This design comes from an exercise in tuning for a short achievable clock period and few clock cycles per item on the open sky130 flow, not from production work.
Where RTL was checked, it was by simulation tests only, not by an equivalence proof against the original.
No activity file was given, so power comes from the tool's default toggle rates.

== run A ==
Design udp_core_top, start of the top module:
module udp_core_top (
    input  logic        ctrl_aclk,
    input  logic        ctrl_aresetn,
    input  logic [31:0] eth_rx_data,
    input  logic [3:0]  eth_rx_keep,
    input  logic        eth_rx_last,
    input  logic        eth_rx_valid,
    output logic        eth_rx_ready,
    output logic [31:0] eth_tx_data,
    output logic [3:0]  eth_tx_keep,
    output logic        eth_tx_last,
    output logic        eth_tx_valid,
    input  logic        eth_tx_ready,
    input  logic        tx_req_valid,
    output logic        tx_req_ready,
    input  logic [47:0] tx_req_dst_mac,
    input  logic [31:0] tx_req_dst_ip,
    input  logic [15:0] tx_req_src_port,
    input  logic [15:0] tx_req_dst_port,
    input  logic [15:0] tx_req_length,
    input  logic [31:0] tx_data_data,
    input  logic [3:0]  tx_data_keep,
    input  logic        tx_data_last,
    input  logic        tx_data_valid,
    output logic [31:0] rx_payload_data,
    output logic [3:0]  rx_payload_keep,
    output logic        rx_payload_last,
    output logic        rx_payload_valid,
    input  logic        rx_payload_ready
);
    logic [31:0] ri_data;
    logic        ri_last;
    logic        ri_v;
    logic [31:0] rs_data;
    logic        rs_last;
    logic        rs_v;
    logic        ri_ready;
    logic        rs_v_n;
    logic [31:0] rxp_data;
    logic [3:0]  rxp_keep;
    logic        rxp_last;
    logic        rxp_valid;
    logic        rxp_fire;
    logic [31:0] os_data;
    logic [3:0]  os_keep;
    logic        os_last;
    logic        os_v;
    logic        o_en;
    logic [36:0] o_new;
    logic [36:0] o_cpy_n;
    always_comb begin
        if (!ri_v || ri_ready) begin
            rs_v_n = 1'b0;
        end else begin
            rs_v_n = rs_v || eth_rx_valid;
        end
    end
    always_ff @(posedge ctrl_aclk) begin
        if (!ctrl_aresetn) begin
            ri_v         <= 1'b0;
            rs_v         <= 1'b0;
            eth_rx_ready <= 1'b1;
        end else begin
            if (!ri_v || ri_ready) begin
                ri_v <= rs_v || eth_rx_valid;
            end
            rs_v         <= rs_v_n;
            eth_rx_ready <= !rs_v_n;
        end
    end
    always_ff @(posedge ctrl_aclk) begin
        if (!ri_v || ri_ready) begin
            ri_data <= rs_v ? rs_data : eth_rx_data;
  ...
Size: roughly 7200 cells after synthesis, ~3500 flip-flops, roughly 290 I/O pins, roughly 120000 um2 of cells after synthesis.
==> flow/config.mk <==
export PLATFORM = sky130hd
export DESIGN_NAME = udp_core_top
export DESIGN_NICKNAME = udp_core_top
export VERILOG_FILES = /design/flow/design.v
export SDC_FILE = /design/flow/constraint.sdc
export NUM_CORES = 4
export LEC_CHECK = 0
export CAP_MARGIN = 20
export CORE_MARGIN = 2
export CORE_UTILIZATION = 50
export CTS_CLUSTER_DIAMETER = 80
export CTS_CLUSTER_SIZE = 30
export PLACE_DENSITY = 0.65
export SLEW_MARGIN = 20
==> flow/constraint.sdc <==
create_clock -name core_clock -period 10.0 [get_ports {ctrl_aclk}]
set_input_delay 2.0000 -clock core_clock [delete_from_list [all_inputs] [get_ports {ctrl_aclk}]]
set_output_delay 2.0000 -clock core_clock [all_outputs]
set_load 0.01 [all_outputs]
standard.sh (not shown) runs the stock make flow with config.mk's settings and CLKGATE_MAP_FILE= SYNTH_SCRIPT=/design/flow/synth_recipe.tcl, a recipe that flattens the netlist after the stock synthesis.
==> flow/flow/run.sh <==
#!/bin/bash
# The standard layout, with timing repair asked to leave extra setup slack.
set -euo pipefail
export SETUP_SLACK_MARGIN=7.0
bash standard.sh > flow_make.log 2>&1
Run A finished every step from synthesis to the final layout, and the layout passed the timing, DRC and antenna checks.
Testbench counts of run A, summed over its fixed seeds: cycles 52,143, tx frames 1,200.
> inputs changed (run A -> run B)
Settings: PLACE_DENSITY: 0.65 -> 0.78.
==> flow/flow/run.sh <==
#!/bin/bash
# The standard layout, with timing repair asked to leave extra setup slack.
set -euo pipefail
export SETUP_SLACK_MARGIN=7.3
bash standard.sh > flow_make.log 2>&1
[summary]
Run A -> run B: quantity of gates resized following cts increased by a few percent. As far as core utilization of the finished layout is concerned, run A and run B perform about the same. Summary of run B over run A: final net count up 0.33%; minimum period implied by the final worst setup slack down 27 ps. Compare run B and run A | number of inserted diodes higher: run A. The clock skew in run B sits 6.5 ps above the value recorded for run A. The lower minimum setup slack after placement came out of run A. The wire length on met1 in run A is 1.18 times that in run B.
Inputs modified between run B and run C:
Settings: PLACE_DENSITY: 0.78 -> 0.65; CTS_CLUSTER_DIAMETER: 80 -> 55.
==> flow/flow/run.sh <==
#!/bin/bash
# The standard layout, with timing repair asked to leave extra setup slack.
set -euo pipefail
export SETUP_SLACK_MARGIN=7.0
bash standard.sh > flow_make.log 2>&1
Findings:
- Run C: all stages complete, timing, DRC and antenna checks passed
- Every stage of the flow completed for run B, and the final layout passed the timing, DRC and antenna checks.
- Taking run B as the reference point, the clock share of power of run C rises by 8.2 points.
- [run C vs run B] design area: higher in run C
- Between run B and run C, setup slack at placement is higher for run B, run C comes in under that.
Input changes introduced in run D (baseline for comparison: run C):
Settings: PLACE_DENSITY now 0.78, was 0.65; CTS_CLUSTER_DIAMETER now 80, was 55.
Notes after the runs:
| count of clock-buffer cells in the layout | higher: run C |
Flip-flop and latch share of the layout cell area: run D > run C
Compared with run C, run D shows first-iteration DRC count higher by 24%.
Run D vs. run C: number of library cell types mapped by synthesis barely changed, number of signal-net buffers in the layout dropped 4, power density over cell area dropped 17 nW/um2.
On layout multi-input combinational cell count, run D tracks run C almost exactly.
When run D is set beside run C, its clock-pin transition on the worst setup and hold timing paths turns out to be 20 ps larger.

udp_core_top, a different RTL version from the one above (not shown whole).
Size: ~3,200 flip-flops, about 290 I/O pins, ~110,000 um^2 of cells after synthesis.
export LEC_CHECK = 0
export CAP_MARGIN = 20
export CORE_MARGIN = 2
export CORE_UTILIZATION = 65
export CTS_CLUSTER_DIAMETER = 80
export CTS_CLUSTER_SIZE = 30
export PLACE_DENSITY = 0.72
export SLEW_MARGIN = 20
create_clock -name core_clock -period 10.0 [get_ports {ctrl_aclk}]
==> flow/flow/run.sh <==
#!/bin/bash
# The standard layout, with timing repair asked to leave extra setup slack.
set -euo pipefail
export SETUP_SLACK_MARGIN=6.8
bash standard.sh > flow_make.log 2>&1
The first run completed without violations.
Edit:
- CORE_UTILIZATION: 65 -> 40
- CTS_CLUSTER_DIAMETER: 80 -> default
- CTS_CLUSTER_SIZE: 30 -> default
- PLACE_DENSITY: 0.72 -> default
What happened: Setup slack is worse by 0.087 ns. Power goes up by 24%. Critical path depth is unchanged. Worst hold slack loses 0.010 ns. Final cell count grows by about 20%. Routed wire length came out higher by 10%. Sequential share of layout area decreases by 4.6 points.
No functional check of the RTL was part of any run of this note.

[what the ideal ports hide]
No port has a modelled driver above. Below, the same layouts with a new extraction and two added sets of constraints. Step 1 (the two cells are an assumption about what drives the block):
set clk [get_ports {ctrl_aclk}]
set_driving_cell -lib_cell sky130_fd_sc_hd__clkbuf_16 $clk
set_driving_cell -lib_cell sky130_fd_sc_hd__buf_2 [delete_from_list [all_inputs] $clk]
Step 2 moves the port delays by t, midway between the first and last clock arrival at a register: inputs arrive t later, outputs are due t later. That takes back most of the time a late clock gives input paths. a / b / c = no drivers / after step 1 / after step 2; a / b = the first two.
run	t, ns	slack for setup (ns)	hold WS [ns]
run A	0.951	6.636 / 6.531 / 6.091	0.405 / 0.405 / 0.405
run B	0.960	6.662 / 6.558 / 6.392	0.372 / 0.372 / 0.372
run C	1.003	6.581 / 6.476 / 6.115	0.393 / 0.393 / 0.393
run D	0.940	6.657 / 6.565 / 6.170	0.388 / 0.388 / 0.388
the first run of note 2	0.931	6.458 / 6.368 / 6.193	0.394 / 0.394 / 0.394
the second run of note 2	0.991	6.372 / 6.276 / 5.957	0.384 / 0.384 / 0.384
After both steps setup and hold are still met in every run listed. For run A, which loses most, drivers alone change the setup slack by -0.105 ns; drivers and shift together by -0.545 ns.
